Context: an optimization exercise on an open-source flow, tuned for small area, a short achievable clock period and few clock cycles per item. The choices shown serve that exercise and are no tape-out recipe. The RTL was checked by simulation tests, not by an equivalence proof against the original design. Power and IR drop assume default switching activity.

v24:
==> flow/design.v <==
package sha1_pkg;
  localparam int unsigned NumChain  = 5;
  localparam int unsigned NumSched  = 16;
  localparam int unsigned NumRounds = 80;
  localparam int unsigned CountW    = 61;
  localparam logic [NumChain*32-1:0] Iv = {
    32'hc3d2e1f0, 32'h10325476, 32'h98badcfe, 32'hefcdab89, 32'h67452301
  };
  localparam logic [7:0] PadByte = 8'h80;
  typedef enum logic [1:0] {
    PH_CH  = 2'd0,
    PH_PAR = 2'd1,
    PH_MAJ = 2'd2,
    PH_PAR2 = 2'd3
  } sha1_phase_e;
  function automatic logic [31:0] sha1_k(sha1_phase_e ph);
    logic [31:0] k;
    case (ph)
      2'd0:    k = 32'h5a827999;
      2'd1:    k = 32'h6ed9eba1;
      2'd2:    k = 32'h8f1bbcdc;
      default: k = 32'hca62c1d6;
    endcase
    sha1_k = k;
  endfunction
  typedef struct packed {
    logic take_byte;   
    logic pad_push;    
    logic fill_push;   
    logic fill_len;    
    logic load_vars;   
    logic round;       
    logic add_chain;   
    logic emit_next;   
    logic finish;      
  } sha1_cmd_t;
  typedef struct packed {
    logic blk_end;     
    logic len_fits;    
    logic widx_last;   
    logic round_last;
    logic word_last;
  } sha1_stat_t;
endpackage
module sha1_message_digest (
  input  logic        clk_i,
  input  logic        rst_ni,
  input  logic        in_valid_i,
  output logic        in_ready_o,
  input  logic [7:0]  data_byte_i,
  input  logic        byte_present_i,
  input  logic        last_i,
  output logic        out_valid_o,
  input  logic        out_ready_i,
  output logic [31:0] digest_word_o,
  output logic [2:0]  word_index_o,
  output logic        last_word_o
);
  localparam logic [1:0] S_IN   = 2'd0;   
  localparam logic [1:0] S_PAD  = 2'd1;   
  localparam logic [1:0] S_FILL = 2'd2;   
  function automatic logic [31:0] rotl(logic [31:0] x, int unsigned n);
    rotl = (x << n) | (x >> (32 - n));
  endfunction
  function automatic logic [31:0] add32(logic [31:0] x, logic [31:0] y);
    logic [31:0] g, p, gn, pn;
    g = x & y;
    p = x ^ y;
    for (int d = 1; d < 32; d = d * 2) begin
      gn = g;
      pn = p;
      for (int i = d; i < 32; i++) begin
        gn[i] = g[i] | (p[i] & g[i-d]);
        pn[i] = p[i] & p[i-d];
      end
      g = gn;
      p = pn;
    end
    add32 = (x ^ y) ^ {g[30:0], 1'b0};
  endfunction
  function automatic logic [31:0] add3(logic [31:0] x, logic [31:0] y, logic [31:0] z);
    logic [31:0] sv, cv;
    sv = x ^ y ^ z;
    cv = (x & y) | (x & z) | (y & z);
    add3 = add32(sv, {cv[30:0], 1'b0});
  endfunction
  function automatic logic [31:0] iv(int unsigned i);
    iv = sha1_pkg::Iv[32*i +: 32];
  endfunction
  logic [31:0] ib_q [16];          
  logic [31:0] w_q [16];           
  logic [31:0] a_q, b_q, c_q, d_q, e_q;
  logic [31:0] h_q [5];
  logic [31:0] pre_q;              
  logic        pv_q;               
  logic [6:0]  pt_q;               
  logic [1:0]  ph_q;               
  logic        end_q;              
  logic        bnd_q;              
  logic [1:0]  phn_q;              
  logic [6:0]  pt_d1;
  logic [6:0]  pt_d;
  logic        busy_q;             
  logic        efin_q;             
  logic        ibf_q;              
  logic        ifin_q;             
  logic [3:0]  fidx_q;             
  logic [60:0] cnt_q;              
  logic [1:0]  st_q;
  logic        len_ok_q;           
  logic        init_q;             
  logic        out_q;              
  logic [2:0]  oidx_q;
  logic        last_q;             
  logic        rv_q, sv_q;
  logic [9:0]  rb_q, sb_q;         
  logic       r_last, r_pres, r_free, acc, in_acc, take, pad_do, fill_do;
  logic [7:0] r_byte;
  logic [1:0] pos;
  assign {r_last, r_pres, r_byte} = rb_q;
  assign pos = cnt_q[1:0];
  assign in_acc     = rv_q && (st_q == S_IN) && (!r_pres || !ibf_q);
  assign take       = in_acc && r_pres;
  assign r_free     = !rv_q || in_acc;
  assign in_ready_o = !sv_q;
  assign acc        = in_valid_i && !sv_q;
  assign pad_do     = (st_q == S_PAD) && !ibf_q;
  assign fill_do    = (st_q == S_FILL) && !ibf_q;
  always_ff @(posedge clk_i) begin
    if (r_free) begin
      rb_q <= sv_q ? sb_q : {last_i, byte_present_i, data_byte_i};
    end else if (acc) begin
      sb_q <= {last_i, byte_present_i, data_byte_i};
    end
  end
  logic [3:0]  wr_idx;
  logic [3:0]  lane_en;
  logic [31:0] wr_data, fill_word;
  assign fill_word = !len_ok_q          ? 32'd0 :
                     (fidx_q == 4'd14)  ? cnt_q[60:29] :
                     (fidx_q == 4'd15)  ? {cnt_q[28:0], 3'b000} : 32'd0;
  always_comb begin
    wr_idx  = cnt_q[5:2];
    lane_en = 4'b0000;
    wr_data = {4{r_byte}};
    if (take) begin
      lane_en = 4'b1000 >> pos;
    end else if (pad_do) begin
      lane_en = 4'b1111 >> pos;
      wr_data = {4{sha1_pkg::PadByte}} & (32'hff000000 >> {pos, 3'b000});
    end else if (fill_do) begin
      wr_idx  = fidx_q;
      lane_en = 4'b1111;
      wr_data = fill_word;
    end
  end
  always_ff @(posedge clk_i) begin
    for (int i = 0; i < 16; i++) begin
      for (int l = 0; l < 4; l++) begin
        if (lane_en[l] && wr_idx == 4'(i)) ib_q[i][8*l +: 8] <= wr_data[8*l +: 8];
      end
    end
  end
  always_ff @(posedge clk_i) begin
    if (init_q || (fill_do && fidx_q == 4'd15 && len_ok_q)) begin
      cnt_q <= '0;
    end else if (take) begin
      cnt_q <= cnt_q + 61'd1;
    end
  end
  logic chain_do, start, pt_end;
  assign pt_end   = end_q;
  assign chain_do = busy_q && pt_end && !pv_q && !out_q;
  assign start    = ibf_q && (!busy_q || chain_do);
  logic [31:0] w_new;
  assign w_new = rotl(w_q[13] ^ w_q[8] ^ w_q[2] ^ w_q[0], 1);
  always_ff @(posedge clk_i) begin
    if (start) begin
      for (int i = 0; i < 16; i++) w_q[i] <= ib_q[i];
    end else begin
      for (int i = 0; i < 15; i++) w_q[i] <= w_q[i+1];
      w_q[15] <= w_new;
    end
  end
  logic [1:0]  ph, ph_d;
  logic [31:0] k, ee_q, kw_q;
  logic        pv_d;
  assign ph   = ph_q;
  assign pv_d = busy_q && !pt_end;
  always_comb begin
    ph_d = ph_q;
    if (start) begin
      ph_d = 2'd0;
    end else if (busy_q && !pt_end && bnd_q) begin
      ph_d = ph_q + 2'd1;
    end
  end
  assign pt_d1 = pt_d + 7'd1;
  always_comb begin
    pt_d = pt_q;
    if (start) begin
      pt_d = 7'd0;
    end else if (busy_q && !pt_end) begin
      pt_d = pt_q + 7'd1;
    end
  end
  logic [1:0]  ph_n;
  logic [31:0] kw0, kwn;
  assign ph_n = phn_q;
  assign kw0  = add32(32'h5a827999, ib_q[0]);
  always_comb begin
    case (ph_n)
      2'd0:    k = 32'h5a827999;
      2'd1:    k = 32'h6ed9eba1;
      2'd2:    k = 32'h8f1bbcdc;
      default: k = 32'hca62c1d6;
    endcase
  end
  assign kwn = add32(k, w_q[1]);
  logic [31:0] a_d, b_d, c_d, d_d, e_d;
  logic [31:0] fp_q, fq_q;
  logic [31:0] c_r, d_r;
  assign c_r = pv_q ? rotl(b_q, 30) : c_q;
  assign d_r = pv_q ? c_q : d_q;
  always_ff @(posedge clk_i) begin
    ee_q  <= pv_d ? d_d : e_d;
    kw_q  <= start ? kw0 : kwn;
    pre_q <= add32(ee_q, kw_q);
    case (ph)
      2'd0: begin
        fp_q <= c_r;
        fq_q <= d_r;
      end
      2'd2: begin
        fp_q <= c_r | d_r;
        fq_q <= c_r & d_r;
      end
      default: begin
        fp_q <= ~(c_r ^ d_r);
        fq_q <= c_r ^ d_r;
      end
    endcase
  end
  logic [31:0] f, t;
  logic [31:0] sum [5];
  logic [31:0] ra, t_s, t_c, t_c1, t_c0;
  assign ra   = rotl(a_q, 5);
  assign f    = (b_q & fp_q) | (~b_q & fq_q);
  assign t_s  = ra ^ pre_q ^ f;
  assign t_c1 = (ra & pre_q) | (ra & fp_q) | (pre_q & fp_q);
  assign t_c0 = (ra & pre_q) | (ra & fq_q) | (pre_q & fq_q);
  assign t_c  = (b_q & t_c1) | (~b_q & t_c0);
  assign t    = add32(t_s, {t_c[30:0], 1'b0});
  assign sum[0] = h_q[0] + a_q;
  assign sum[1] = h_q[1] + b_q;
  assign sum[2] = h_q[2] + c_q;
  assign sum[3] = h_q[3] + d_q;
  assign sum[4] = h_q[4] + e_q;
  always_comb begin
    a_d = a_q; b_d = b_q; c_d = c_q; d_d = d_q; e_d = e_q;
    if (pv_q) begin
      a_d = t;
      b_d = a_q;
      c_d = rotl(b_q, 30);
      d_d = c_q;
      e_d = d_q;
    end else if (chain_do) begin
      if (init_q || efin_q) begin
        a_d = iv(0); b_d = iv(1); c_d = iv(2); d_d = iv(3); e_d = iv(4);
      end else begin
        a_d = sum[0]; b_d = sum[1]; c_d = sum[2]; d_d = sum[3]; e_d = sum[4];
      end
    end
  end
  always_ff @(posedge clk_i) begin
    a_q <= a_d;
    b_q <= b_d;
    c_q <= c_d;
    d_q <= d_d;
    e_q <= e_d;
    if (chain_do) begin
      for (int i = 0; i < 5; i++) h_q[i] <= init_q ? iv(i) : sum[i];
    end else if (out_q && out_ready_i && last_q) begin
      for (int i = 0; i < 5; i++) h_q[i] <= iv(i);
    end else if (out_q && out_ready_i) begin
      for (int i = 0; i < 4; i++) h_q[i] <= h_q[i+1];
      h_q[4] <= h_q[0];
    end
  end
  always_ff @(posedge clk_i or negedge rst_ni) begin
    if (!rst_ni) begin
      pv_q     <= 1'b0;
      pt_q     <= 7'd80;
      ph_q     <= 2'd3;
      end_q    <= 1'b1;
      bnd_q    <= 1'b0;
      phn_q    <= 2'd3;
      busy_q   <= 1'b1;
      efin_q   <= 1'b0;
      ibf_q    <= 1'b0;
      ifin_q   <= 1'b0;
      fidx_q   <= 4'd0;
      st_q     <= S_IN;
      len_ok_q <= 1'b0;
      init_q   <= 1'b1;
      out_q    <= 1'b0;
      oidx_q   <= 3'd0;
      last_q   <= 1'b0;
      rv_q     <= 1'b0;
      sv_q     <= 1'b0;
    end else begin
      if (r_free) begin
        rv_q <= sv_q || acc;
        sv_q <= 1'b0;
      end else if (acc) begin
        sv_q <= 1'b1;
      end
      pv_q <= pv_d;
      ph_q <= ph_d;
      pt_q  <= pt_d;
      end_q <= (pt_d == 7'd80);
      bnd_q <= (pt_d == 7'd19) || (pt_d == 7'd39) || (pt_d == 7'd59);
      phn_q <= (pt_d1 < 7'd20) ? 2'd0 : (pt_d1 < 7'd40) ? 2'd1 : (pt_d1 < 7'd60) ? 2'd2 : 2'd3;
      if (start) begin
        busy_q <= 1'b1;
        efin_q <= ifin_q;
      end else begin
        if (chain_do) busy_q <= 1'b0;
      end
      if (chain_do) begin
        init_q  <= 1'b0;
        if (efin_q) out_q <= 1'b1;
      end
      if (take) begin
        if (cnt_q[5:0] == 6'd63) ibf_q <= 1'b1;
      end
      if (start) begin
        ibf_q  <= 1'b0;
        ifin_q <= 1'b0;
      end
      case (st_q)
        S_IN: begin
          if (in_acc && r_last) st_q <= S_PAD;
        end
        S_PAD: begin
          if (pad_do) begin
            st_q <= S_FILL;
            if (cnt_q[5:2] == 4'd15) begin
              ibf_q    <= 1'b1;
              fidx_q   <= 4'd0;
              len_ok_q <= 1'b1;
            end else begin
              fidx_q   <= cnt_q[5:2] + 4'd1;
              len_ok_q <= (cnt_q[5:2] != 4'd14);
            end
          end
        end
        default: begin
          if (fill_do) begin
            fidx_q <= fidx_q + 4'd1;
            if (fidx_q == 4'd15) begin
              ibf_q <= 1'b1;
              if (len_ok_q) begin
                ifin_q   <= 1'b1;
                len_ok_q <= 1'b0;
                st_q     <= S_IN;
              end else begin
                len_ok_q <= 1'b1;
              end
            end
          end
        end
      endcase
      if (out_q && out_ready_i) begin
        if (last_q) begin
          out_q  <= 1'b0;
          oidx_q <= 3'd0;
          last_q <= 1'b0;
        end else begin
          oidx_q <= oidx_q + 3'd1;
          last_q <= (oidx_q == 3'd3);
        end
      end
    end
  end
  assign out_valid_o   = out_q;
  assign digest_word_o = h_q[0];
  assign word_index_o  = oidx_q;
  assign last_word_o   = last_q;
endmodule
clock: 8.0 ns
lec_check: 0
abc_clock_period_in_ps: 3000
cap_margin: 20
core_margin: 2
core_utilization: 60
cts_buf_list: sky130_fd_sc_hd__clkbuf_8
setup_slack_margin: 5
slew_margin: 20
tns_end_percent: 0
run.sh (not shown) runs the stock make flow with config.mk's settings and CLKGATE_MAP_FILE= SYNTH_SCRIPT=/design/flow/synth_recipe.tcl, a recipe that flattens the netlist after the stock synthesis.
Testbench counts of v24, summed over its fixed seeds: cycles 69,889, bytes 46,322.
> inputs changed (v24 -> v18)
--- a/flow/design.v
+++ b/flow/design.v
@@ -203,30 +203,29 @@
     end else if (busy_q && !pt_end) begin
       pt_d = pt_q + 7'd1;
     end
   end
   logic [1:0]  ph_n;
-  logic [31:0] kw0, kwn;
+  logic [31:0] kwn;
   assign ph_n = phn_q;
-  assign kw0  = add32(32'h5a827999, ib_q[0]);
   always_comb begin
     case (ph_n)
       2'd0:    k = 32'h5a827999;
       2'd1:    k = 32'h6ed9eba1;
       2'd2:    k = 32'h8f1bbcdc;
       default: k = 32'hca62c1d6;
     endcase
   end
-  assign kwn = add32(k, w_q[1]);
+  assign kwn = add32(pt_end ? 32'h5a827999 : k, pt_end ? ib_q[0] : w_q[1]);
   logic [31:0] a_d, b_d, c_d, d_d, e_d;
   logic [31:0] fp_q, fq_q;
   logic [31:0] c_r, d_r;
   assign c_r = pv_q ? rotl(b_q, 30) : c_q;
   assign d_r = pv_q ? c_q : d_q;
   always_ff @(posedge clk_i) begin
     ee_q  <= pv_d ? d_d : e_d;
-    kw_q  <= start ? kw0 : kwn;
+    kw_q  <= kwn;
     pre_q <= add32(ee_q, kw_q);
     case (ph)
       2'd0: begin
         fp_q <= c_r;
         fq_q <= d_r;
### Flow results
- Higher portion of total power attributed to the clock network was reported by v18, not v24.
- v24 and v18 ended up with nearly the same die span in x.
- v18 vs v24 — layout overhead on the synthesized area rose 1.0 points.
- v18 against v24: sum of net half-perimeters after detailed placement ~0 delta, worst hold slack decreased by 0.0039 ns relative to the old numbers.
- Cmp v24 and v18 / wire length on met2 / lower: v24
Testbench counts of v18, summed over its fixed seeds: cycles 69,889, bytes 46,322.

re-timing with driven ports:
No port has a modelled driver above. Below, the same layouts with a new extraction and two added sets of constraints.
Step 1 assumes that a clkbuf_16 drives the clock port and a buf_2 every other input.
Step 2 also shifts input and output timing later by t, the mid clock arrival at the registers, as if the neighbouring blocks saw the same clock.
Three values: no drivers, after step 1, after step 2; two values: the first two.
run	t, ns	setup slack, ns	worst setup path at the end	cell pins on the clock port's net
v24	1.010	4.194 / 4.194 / 3.748	input to register	1
v18	1.044	4.297 / 4.297 / 3.744	input to register	1
After both steps setup and hold are still met in every run listed. The setup slack of v18, which loses most, moves by 0.000 ns with the drivers and by -0.553 ns with both steps.
